Source: an optimization exercise on an open RTL-to-GDS flow (aim: small area and a short achievable clock period). Production flows keep margins and buffers that such runs may drop. Where RTL was checked, it was by simulation tests only, not by an equivalence proof against the original. Function not checked in run 2: the RTL went through the layout flow alone. Power is estimated from default activity; no workload was simulated.

## design.v

```verilog
module gshare_ras_ongorucu #(
  parameter int ADR_BIT      = 32,
  parameter int BTB_DERINLIK = 32,
  parameter int GHR_BIT      = 8,
  parameter int RAS_DERINLIK = 4,
  localparam int IDX = $clog2(BTB_DERINLIK),
  localparam int RP  = $clog2(RAS_DERINLIK)
) (
  input  logic               clk_g,
  input  logic               rst_g,
  input  logic               i_gecerli,
  input  logic [ADR_BIT-1:0] i_buyruk_adresi,
  input  logic               i_is_branch,
  input  logic               i_is_jal,
  input  logic               i_is_jalr,
  input  logic               i_is_call,
  input  logic               i_is_ret,
  input  logic               i_is_comp,
  input  logic [ADR_BIT-1:0] i_jal_hedef,
  output logic               o_gecerli,
  output logic               o_buyruk_ongoru,
  output logic [ADR_BIT-1:0] o_atlanan_adres,
  output logic [GHR_BIT-1:0] o_ghr_ckpt,
  output logic [RP:0]        o_ras_ckpt,
  input  logic               i_guncelle_gecerli,
  input  logic [ADR_BIT-1:0] i_g_adres,
  input  logic               i_g_branch,
  input  logic               i_g_jalr,
  input  logic               i_g_atladi,
  input  logic [ADR_BIT-1:0] i_g_hedef,
  input  logic               i_g_yanlis,
  input  logic [GHR_BIT-1:0] i_g_ghr_ckpt,
  input  logic [RP:0]        i_g_ras_ckpt
);
  localparam logic [RP:0]   RAS_FULL = RAS_DERINLIK[RP:0];
  localparam logic [RP-1:0] PTR_ONE  = RP'(1);
  localparam logic [RP:0]   CNT_ONE  = (RP+1)'(1);
  logic [BTB_DERINLIK-1:0] ctr_hi, ctr_lo_n, btb_valid;
  logic [ADR_BIT-1:0] btb_target [BTB_DERINLIK];
  logic [GHR_BIT-1:0] ghr;
  logic [ADR_BIT-1:0] ras        [RAS_DERINLIK];
  logic [RAS_DERINLIK-1:0] ras_wr;
  logic [RP-1:0]      ras_ptr;
  logic [RP:0]        ras_cnt;
  logic [IDX-1:0]     p_idx, u_idx;
  logic [ADR_BIT-1:0] fall_thru, p_target, ras_top, other_tgt, btb_tgt;
  logic               p_taken, fire, repair, pop_ok, ras_hit, jalr_btb, btb_hit, hit_br, hit_any;
  logic [RP-1:0]      ptr_pop, ptr_nxt;
  logic [RP:0]        cnt_pop, cnt_nxt;
  logic [BTB_DERINLIK-1:0] p_dec, u_dec;
  logic               unused_ok;
  assign repair    = i_guncelle_gecerli & i_g_yanlis;
  assign fire      = i_gecerli & ~repair;
  assign p_idx     = i_buyruk_adresi[IDX+1:2] ^ ghr[IDX-1:0];
  assign u_idx     = i_g_adres[IDX+1:2] ^ i_g_ghr_ckpt[IDX-1:0];
  always_comb begin
    logic c2;
    c2 = ~i_is_comp | i_buyruk_adresi[1];
    fall_thru[0] = i_buyruk_adresi[0];
    fall_thru[1] = i_buyruk_adresi[1] ^ i_is_comp;
    for (int b = 2; b < ADR_BIT; b++) begin
      logic ones;
      ones = 1'b1;
      for (int k = 2; k < b; k++) ones = ones & i_buyruk_adresi[k];
      fall_thru[b] = i_buyruk_adresi[b] ^ (c2 & ones);
    end
  end
  assign unused_ok = ^{i_g_adres[ADR_BIT-1:IDX+2], i_g_adres[1:0]};
  assign ras_top   = ras_wr[ras_ptr] ? ras[ras_ptr] : '0;
  assign ras_hit  = i_is_ret && ras_cnt != '0;
  assign jalr_btb = ~i_is_jal & i_is_jalr & ~ras_hit;
  always_comb begin
    for (int i = 0; i < BTB_DERINLIK; i++) begin
      p_dec[i] = (p_idx == IDX'(i));
      u_dec[i] = (u_idx == IDX'(i));
    end
    btb_tgt = '0;
    for (int i = 0; i < BTB_DERINLIK; i++) btb_tgt = btb_tgt | ({ADR_BIT{p_dec[i]}} & btb_target[i]);
  end
  assign hit_br  = |(p_dec & btb_valid & ctr_hi);
  assign hit_any = |(p_dec & btb_valid);
  assign btb_hit = i_is_branch ? hit_br : (jalr_btb & hit_any);
  always_comb begin
    other_tgt = fall_thru;
    if (!i_is_branch) begin
      if (i_is_jal)                  other_tgt = i_jal_hedef;
      else if (i_is_jalr && ras_hit) other_tgt = ras_top;
    end
  end
  assign p_taken  = btb_hit | (~i_is_branch & (i_is_jal | (i_is_jalr & ras_hit)));
  assign p_target = btb_hit ? btb_tgt : other_tgt;
  always_comb begin
    pop_ok  = ras_hit;
    ptr_pop = pop_ok ? ras_ptr - PTR_ONE : ras_ptr;
    cnt_pop = pop_ok ? ras_cnt - CNT_ONE : ras_cnt;
    ptr_nxt = ptr_pop;
    cnt_nxt = cnt_pop;
    if (i_is_call) begin
      ptr_nxt = ptr_pop + PTR_ONE;
      if (cnt_pop != RAS_FULL) cnt_nxt = cnt_pop + CNT_ONE;
    end
  end
  always_ff @(posedge clk_g or negedge rst_g) begin
    if (!rst_g) begin
      ctr_hi    <= '0;
      ctr_lo_n  <= '0;
      btb_valid <= '0;
      ras_wr    <= '0;
      ghr       <= '0;
      ras_ptr   <= '0;
      ras_cnt   <= '0;
      o_gecerli <= 1'b0;
    end else begin
      for (int i = 0; i < BTB_DERINLIK; i++) begin
        if (i_guncelle_gecerli && i_g_branch && u_dec[i]) begin
          if (i_g_atladi) begin
            ctr_hi[i]   <= ctr_hi[i] | ~ctr_lo_n[i];
            ctr_lo_n[i] <= ~ctr_hi[i] & ~ctr_lo_n[i];
          end else begin
            ctr_hi[i]   <= ctr_hi[i] & ~ctr_lo_n[i];
            ctr_lo_n[i] <= ~ctr_hi[i] | ~ctr_lo_n[i];
          end
        end
        if (i_guncelle_gecerli && (i_g_atladi || i_g_jalr) && u_dec[i]) btb_valid[i] <= 1'b1;
      end
      if (repair) begin
        ghr     <= i_g_branch ? {i_g_ghr_ckpt[GHR_BIT-2:0], i_g_atladi} : i_g_ghr_ckpt;
        ras_ptr <= i_g_ras_ckpt[RP:1];
        ras_cnt <= i_g_ras_ckpt[0] ? RAS_FULL : '0;
      end else if (fire) begin
        if (i_is_branch) ghr <= {ghr[GHR_BIT-2:0], p_taken};
        if (i_is_call) ras_wr[ptr_nxt] <= 1'b1;
        ras_ptr <= ptr_nxt;
        ras_cnt <= cnt_nxt;
      end
      o_gecerli <= fire;
    end
  end
  always_ff @(posedge clk_g) begin
    for (int i = 0; i < BTB_DERINLIK; i++)
      if (i_guncelle_gecerli && (i_g_atladi || i_g_jalr) && u_dec[i]) btb_target[i] <= i_g_hedef;
    if (fire && i_is_call) ras[ptr_nxt] <= fall_thru;
  end
  always_ff @(posedge clk_g) begin
    o_buyruk_ongoru <= p_taken;
    o_atlanan_adres <= p_target;
    o_ghr_ckpt      <= ghr;
    o_ras_ckpt      <= {ras_ptr, ras_cnt != '0};
  end
endmodule
```

## run.sh

```bash
#!/bin/bash
# synth_recipe.tcl (not shown) runs the flow's synth.tcl, then flattens the netlist and writes it again
# the make line also repeats each setting of config.mk as NAME=value (left out here)
make -C /OpenROAD-flow-scripts/flow DESIGN_CONFIG=/design/flow/config.mk WORK_HOME=/design/flow/orfs CLKGATE_MAP_FILE= SYNTH_SCRIPT=/design/flow/synth_recipe.tcl finish
```

## config.mk

```make
export PLATFORM = sky130hd
export DESIGN_NAME = gshare_ras_ongorucu
export DESIGN_NICKNAME = gshare_ras_ongorucu
export VERILOG_FILES = /design/flow/design.v
export SDC_FILE = /design/flow/constraint.sdc
export NUM_CORES = 4
export LEC_CHECK = 0
export CAP_MARGIN = 20
export CORE_MARGIN = 2
export CORE_UTILIZATION = 40
export CTS_CLUSTER_DIAMETER = 90
export CTS_CLUSTER_SIZE = 26
export SETUP_SLACK_MARGIN = 3.2
export SLEW_MARGIN = 20
```

## constraint.sdc

```tcl
create_clock -name core_clock -period 5.5 [get_ports {clk_g}]
set_input_delay 1.1000 -clock core_clock [delete_from_list [all_inputs] [get_ports {clk_g}]]
set_output_delay 1.1000 -clock core_clock [all_outputs]
set_load 0.01 [all_outputs]
```

==> results_dict.tcl, run 1 <==
set metrics [dict create \
    layout.nets 3866 \
    min_path_type "flop to flop" \
    pin_count 198 \
    die_x_um 358 \
    crit_type "primary input to flop" \
    synth_warnings 2 \
    cp.required_ps 6110 \
    wl_mm 182 \
    synth.area.top_cells "edfxtp_1, a22oi_1, dfrtp_1" \
    crit_path_end "o_atlanan_adres[22]$_DFF_P_" \
    first_iter_violations 5076 \
    yosysTopAreaCell "edfxtp_1" \
    rrSetupSlack_ps 2240 \
    async_flop_share_pct 8.70 \
    initial_core_util_pct 40.4 \
    ant_nets 0 \
    cts_root_buf "clkbuf_16" \
    cp-startpoint "i_buyruk_adresi[4]" \
    status "finished clean" \
    peakVddDrop_mv 0.297 \
    finClkSkew_ps 30.2 \
    yosysSeqAreaShare_pct 76.4 \
    tns_ps 0 \
    portBuffers 170 \
    grt_max_degree 74 \
    row_count 129 \
    hold_buffers 0 \
    cts_max_level 2 \
    grt_pass1_wl_mm 248 \
    crit_top_cell "buf_4" \
    power_density_nw_per_um2 355 \
    path_clk_slew_ps 100 \
    numCtsBuffers 58 \
    die_y_um 358 \
    synth_seq_cells 1310 \
    final_cell_mix "edfxtp_1, a22oi_1, buf_4, nand2_1, a21oi_1" \
    clkLatencyLatePin_ps 710 \
    slew_violations 0 \
    grt_overflow 0 \
    period_needed_ps 3330 \
    cts_buffer_depth 3 \
    worstPathCellList "buf_4 -> xnor2_4 -> buf_4 -> buf_4 -> nor3_4 -> buf_12 -> buf_4 -> a22o_1 -> a222oi_1 -> nand4_1 -> mux2_4" \
    maxCapViolations 0 \
    max_freq_mhz 300 \
    dp_hpwl_mm 102 \
    synth_edf_count 1152 \
    grt_pass1_vias 31542 \
    syn_area_per_cell_um2 15.6 \
    r2r_end "o_atlanan_adres[22]$_DFF_P_" \
    yosys_most_used_dff "edfxtp_1" \
    place_worst_setup_slack_ps 130 \
    slew_headroom_pct 20.8 \
    wl_per_cell_um 33.8 \
    hold_viol 0 \
    areaGrowthSynthToFinish_pct 23.7 \
    synthCells 3224 \
    ys_types 65 \
    period_share_pct 60.6 \
    rr_startpoint "ghr[2]$_DFFE_PN0P_" \
    rsz0062_at_grt "true" \
    mappedNetlistArea_um2 50200 \
    max_slew.worst_pin.slew_ps 1180 \
    core_area_um2 124000 \
    reg2regPathDepth 10 \
    critPathMaxFanout 7 \
    drcViolationCount 0 \
    cellLeakagePower_uw 0.0205 \
    critPathMaxStageDelay_ps 560 \
    gp_congestion 0.858 \
    cts.sinks 1310 \
    setup_viol 0 \
    layout_commonest_cell "edfxtp_1" \
    dieArea_um2 128000 \
    crit_path_start_kind "primary input" \
    slowest_stage "nand4_1" \
    end_kind "flop" \
    drive_above_1_share_pct 26.0 \
    layout_setup_ws_ps 2170 \
    worst_ep_arrival_time_ps 3950 \
    syn-num-nets 3383 \
    track_usage_pct 27.7 \
    antenna_found_initial 9 \
    drtPass1Iterations 7 \
    post-synth-top-area-fraction_pct 68.9 \
    vias 34022 \
    cts_tree "done" \
    via_per_inst 6.31 \
]
-- synthesized netlist by cell type (all sizes together), types with 34 or more instances --
cell type and n:
a21oi 159, a22oi 414, buf 35, clkbuf 135
dfrtp 114, dfxtp 44, edfxtp 1152, mux4 34
nand2 219, nand3 76, nand4 75, nor2 210
nor3 64, o21ai 83, or2 37, xnor2 34
-- stage by stage --
stage               hold WS, ps  instance area, µm²  utilization [%]  total power (µW)  instances
floorplan                   345               51400                -             13900       3224
global placement            385               56100             45.2             15900       5040
detailed placement          388               56100             45.2             16000       5041
CTS                         411               61100             49.2             21700       5308
global route                419               62100             50.0             22600       5385
finish                      409               62100             50.0             22000       5389
-- worst min-delay path by stage --
stage,from,to,depth (start not counted)
after floorplan,ras_ptr[0]$_DFFE_PN0P_,o_ras_ckpt[1]$_DFF_P_,0
after global placement,ghr[5]$_DFFE_PN0P_,o_ghr_ckpt[5]$_DFF_P_,0
final,ghr[5]$_DFFE_PN0P_,o_ghr_ckpt[5]$_DFF_P_,0
after detailed placement,ghr[5]$_DFFE_PN0P_,o_ghr_ckpt[5]$_DFF_P_,0
after global routing,ghr[5]$_DFFE_PN0P_,o_ghr_ckpt[5]$_DFF_P_,0
after CTS,ghr[5]$_DFFE_PN0P_,o_ghr_ckpt[5]$_DFF_P_,0
-- area by class of cell --
| class | instances | area, µm² |
|---|---|---|
| repair buffers | 587 | 6310 |
| well taps | 1637 | 2050 |
| repair inverters | 1 | 7.51 |
| flip-flops and latches | 1310 | 38400 |
| diodes | 4 | 10.0 |
| fillers | 10202 | 62000 |
| clock buffers | 92 | 1640 |
| inverters | 13 | 60.1 |
| clock inverters | 9 | 88.8 |
| multi-input cells | 1736 | 13600 |
-- sequential cells by signal, summed over array words and instances, names as in the netlist, 8 cells and up --
signal,cells
ctr_lo_n,32
btb_target,1024
o_ghr_ckpt,8
ghr,8
ctr_hi,32
btb_valid,32
ras,128
o_atlanan_adres,32
-- timing repair --
action / 4_1_cts / 5_1_grt
setup endpoints to repair: 1434 / 555
cloned: 14 / 4
buffers inserted: 152 / 73
pin swaps: 88 / 67
resized for setup: 624 / 104
-- power breakdown --
part / switching (µW) / internal, µW
logic: 3040 / 2080
clock network: 3080 / 2090
registers: 370 / 11400
-- cells by family after synthesis --
kind of cell	count (synthesis)	synth area share, %
flip-flops	1310	76.4
buffers and inverters	183	1.45
AND/OR/NAND/NOR	770	7.23
adder cells (fa/ha/maj)	6	0.150
XOR/XNOR	56	1.04
AO/OA/AOI/OAI	826	11.4
multiplexers	73	2.38
-- critical path: cells and delay by family --
family	cells	cell delay (ps)
buffers and inverters	5	830
multiplexers	1	480
AND/OR/NAND/NOR	2	620
AO/OA/AOI/OAI	2	530
XOR/XNOR	1	370
-- layer usage --
| layer | up-vias | part of all wire [%] | global-route usage (%) |
|---|---|---|---|
| met5 | - | 0.024 | 0 |
| met4 | 6 | 4.0 | 8.26 |
| met3 | 365 | 12 | 5.61 |
| met2 | 2416 | 46 | 44.6 |
| met1 | 17424 | 37 | 38.0 |
| li1 | 13811 | - | - |
==> run 2, diff against run 1 <==
--- a/design.v
+++ b/design.v
@@ -43,7 +43,9 @@
   logic [RP-1:0]      ras_ptr;
   logic [RP:0]        ras_cnt;
   logic [IDX-1:0]     p_idx, u_idx;
-  logic [ADR_BIT-1:0] fall_thru, p_target, ras_top, other_tgt, btb_tgt;
+  logic [ADR_BIT-1:0] fall_thru, ras_top, other_tgt, btb_tgt;
+  logic [ADR_BIT-1:0] r_btb_tgt, r_other_tgt;
+  logic               r_btb_hit;
   logic               p_taken, fire, repair, pop_ok, ras_hit, jalr_btb, btb_hit, hit_br, hit_any;
   logic [RP-1:0]      ptr_pop, ptr_nxt;
   logic [RP:0]        cnt_pop, cnt_nxt;
@@ -88,7 +90,7 @@
     end
   end
   assign p_taken  = btb_hit | (~i_is_branch & (i_is_jal | (i_is_jalr & ras_hit)));
-  assign p_target = btb_hit ? btb_tgt : other_tgt;
+  assign o_atlanan_adres = r_btb_hit ? r_btb_tgt : r_other_tgt;
   always_comb begin
     pop_ok  = ras_hit;
     ptr_pop = pop_ok ? ras_ptr - PTR_ONE : ras_ptr;
@@ -143,7 +145,9 @@
   end
   always_ff @(posedge clk_g) begin
     o_buyruk_ongoru <= p_taken;
-    o_atlanan_adres <= p_target;
+    r_btb_hit       <= btb_hit;
+    r_btb_tgt       <= btb_tgt;
+    r_other_tgt     <= other_tgt;
     o_ghr_ckpt      <= ghr;
     o_ras_ckpt      <= {ras_ptr, ras_cnt != '0};
   end
--- a/config.mk
+++ b/config.mk
@@ -8,7 +8,5 @@
 export CAP_MARGIN = 20
 export CORE_MARGIN = 2
 export CORE_UTILIZATION = 40
-export CTS_CLUSTER_DIAMETER = 90
-export CTS_CLUSTER_SIZE = 26
 export SETUP_SLACK_MARGIN = 3.2
 export SLEW_MARGIN = 20
==> results_dict.tcl, run 2 <==
set metrics [dict create \
    areaGrowthSynthToFinish_pct 34.0 \
    slowest_stage "dfxtp_4" \
    cts_buffer_depth 3 \
    stdcell_count 5573 \
    grt_max_degree 80 \
    crit_type "flop to primary output" \
    synth_edf_count 1152 \
    crit_path_start_kind "flop" \
    period_share_pct 54.9 \
    ys_top_cells_by_count "edfxtp_1, a22oi_1, nand2_1" \
    path_depth 5 \
    crit_top_cell "buf_6" \
    r2r_end "o_buyruk_ongoru$_DFF_P_" \
    reg2regPathDepth 8 \
    synth_seq_cells 1343 \
    die_y_um 360 \
    vias 35131 \
    synth_warnings 2 \
    slew_violations 0 \
    worstPathCellList "buf_12 -> buf_16 -> buf_6 -> mux2_4 -> buf_6" \
    dp_hpwl_mm 88.9 \
    max_slew.worst_pin.slew_ps 1240 \
    yosysSeqAreaShare_pct 77.1 \
    syn-num-nets 3382 \
    layout.nets 3959 \
    fillers 9707 \
    maxCapViolations 0 \
    grt_pass1_vias 32594 \
    track_usage_pct 28.6 \
    async_flop_share_pct 8.49 \
    cts_root_buf "clkbuf_16" \
    mappedNetlistArea_um2 50600 \
    first_iter_violations 5558 \
    layout_commonest_cell "edfxtp_1" \
    cp-startpoint "r_btb_hit$_DFF_P_" \
    rr_startpoint "ghr[4]$_DFFE_PN0P_" \
    largest-register "btb_target" \
    tns_ps 0 \
    grt_overflow 0 \
    grt_pass1_wl_mm 258 \
    largest_reg_flops 1024 \
    core_area_um2 126000 \
    finClkSkew_ps 22.4 \
    worst_ep_arrival_time_ps 1920 \
    crit_path_end "o_atlanan_adres[19]" \
    drcViolationCount 0 \
    critPathMaxFanout 8 \
    synth.area.top_cells "edfxtp_1, a22oi_1, dfrtp_1" \
    max_freq_mhz 331 \
    crit_buf_inv 4 \
    hold_buffers 0 \
    end_kind "primary output" \
    syn_area_per_cell_um2 15.7 \
    pin_count 198 \
    status "finished clean" \
    drtPass1Iterations 6 \
    path_clk_slew_ps 60 \
    yosys_most_used_dff "edfxtp_1" \
    dieArea_um2 129000 \
    rrSetupSlack_ps 2910 \
    post-synth-top-area-fraction_pct 68.4 \
    via_per_inst 6.30 \
    wl_per_cell_um 35.5 \
    rsz0062_at_grt "true" \
    ys_types 57 \
    antenna_found_initial 20 \
    min_path_type "primary input to asynchronous set/reset pin" \
    cts_max_level 4 \
    numCtsBuffers 141 \
    period_needed_ps 3020 \
    peakVddDrop_mv 0.247 \
    critPathMaxStageDelay_ps 370 \
    slew_headroom_pct 17.3 \
    hold_viol 0 \
    cts.sinks 1343 \
    portBuffers 170 \
    clkLatencyLatePin_ps 750 \
    power_density_nw_per_um2 378 \
    synthCells 3223 \
    setup_viol 0 \
    die_x_um 360 \
    wl_mm 198 \
    reg_top3 "btb_target (1024), ras (128)" \
    row_count 130 \
    cts_tree "done" \
    cp.required_ps 4400 \
    drive_above_1_share_pct 32.1 \
    initial_core_util_pct 40.3 \
    yosysTopAreaCell "edfxtp_1" \
    placed_cells 4987 \
    crit_family "buffers and inverters" \
    ant_nets 0 \
    final_cell_mix "edfxtp_1, a22oi_1, nand2_1, a22oi_2, clkbuf_16" \
    p_total_uw 25600 \
    cellLeakagePower_uw 0.0228 \
    gp_congestion 0.881 \
    post-synth-top-count-cell "edfxtp_1" \
]
## run 2: how the worst min path moves through the flow
| stage | startpoint | slack [ps] | cells after the start | to |
|---|---|---|---|---|
| after global routing | ghr[7]$_DFFE_PN0P_ | 410 | 0 | o_ghr_ckpt[7]$_DFF_P_ |
| after CTS | ghr[7]$_DFFE_PN0P_ | 390 | 0 | o_ghr_ckpt[7]$_DFF_P_ |
| after detailed placement | ghr[7]$_DFFE_PN0P_ | 370 | 0 | o_ghr_ckpt[7]$_DFF_P_ |
| after global placement | ghr[7]$_DFFE_PN0P_ | 370 | 0 | o_ghr_ckpt[7]$_DFF_P_ |
| final | rst_g | 390 | 1 | ctr_lo_n[28]$_DFFE_PN0P_ |
| after floorplan | ghr[7]$_DFFE_PN0P_ | 350 | 0 | o_ghr_ckpt[7]$_DFF_P_ |
## run 2: logic make-up (layout without fill, tap and decap cells)
logic type      Yosys count  count (layout)  synth area share [%]
fa+ha+maj                 6               6                 0.148
simple gates            816             818                  7.61
other cells               0              10                     0
mux                      72              72                  2.32
xor+xnor                 55              56                 0.997
buf+inv                 173             860                  1.42
compound gates          758             758                  10.4
flops                  1343            1343                  77.1
## run 2: routing by layer
layer / routed length [µm] / track usage, % / vias up
met5: 138 / 0 / -
met4: 10300 / 11.3 / 22
met3: 26200 / 6.72 / 594
met2: 89800 / 45.5 / 2679
met1: 71200 / 37.9 / 17866
li1: - / - / 13970
## run 2: what timing repair did
action | in CTS | in global routing
gates cloned | 31 | 17
resized for setup | 595 | 243
pin swaps | 129 | 169
buffers inserted | 174 | 98
setup endpoints to repair | 1457 | 689
## run 2: cell type report
type / count / area (µm²) / area share [%]
multi-input cells: 1710 / 14300 / 21.0
repair buffers: 585 / 7870 / 11.6
flip-flops and latches: 1343 / 39000 / 57.6
diodes: 10 / 25.0 / 0.0369
clock buffers: 206 / 3980 / 5.87
repair inverters: 1 / 7.51 / 0.0111
clock inverters: 50 / 477 / 0.703
inverters: 18 / 78.8 / 0.116
well taps: 1650 / 2060 / 3.05
## run 2: power by group
group / total, µW / switching, µW / internal (µW)
Sequential: 12200 / 569 / 11700
Clock: 9320 / 3930 / 5400
Combinational: 4020 / 2240 / 1780
## run 2: through the flow
step | setup slack (ps) | util, % | hold WS (ps) | cell area (µm²)
finish | 2480 | 54.0 | 386 | 67800
CTS | 2440 | 52.0 | 386 | 65300
global route | 2430 | 54.0 | 406 | 67800
floorplan | 2450 | - | 347 | 53000
detailed placement | 1150 | 45.2 | 372 | 56700
global placement | 1150 | 45.2 | 367 | 56700
## run 2: worst reg2reg max path, cell delays in order (launching register included)
cell	delay (ps)
dfrtp_2	490
xnor2_4	370
buf_6	180
nor3_1	80
and3_4	220
a2111oi_4	330
nand4_1	280
o41ai_2	390
a22oi_2	100

[port drivers added, routing unchanged]
How much do the figures lean on ideal ports? The routed layouts below were timed once more, with nothing changed but the port constraints. Step 1 sets driving cells, clkbuf_16 on the clock port and buf_2 on the other inputs (assumed; they add their load-dependent delay and slew). Step 2 moves the port delays by t, midway between the first and last clock arrival at a register: inputs arrive t later, outputs are due t later. That takes back most of the time a late clock gives input paths. a / b / c = ideal ports / drivers / drivers and shift; a / b = the first two.
run	t, ns	setup WS [ns]	clock arrival spread, ns	slew at the worst register clock pin (ns)	pins driven straight from the clock port
run 1	0.773	2.167 / 2.191 / 1.418	0.041 / 0.042	0.11 / 0.11	1
run 2	0.817	2.481 / 2.401 / 2.095	0.031 / 0.032	0.07 / 0.07	1
After both steps setup and hold are still met in every run listed. The setup slack of run 1, which loses most, moves by +0.024 ns with the drivers and by -0.749 ns with both steps.
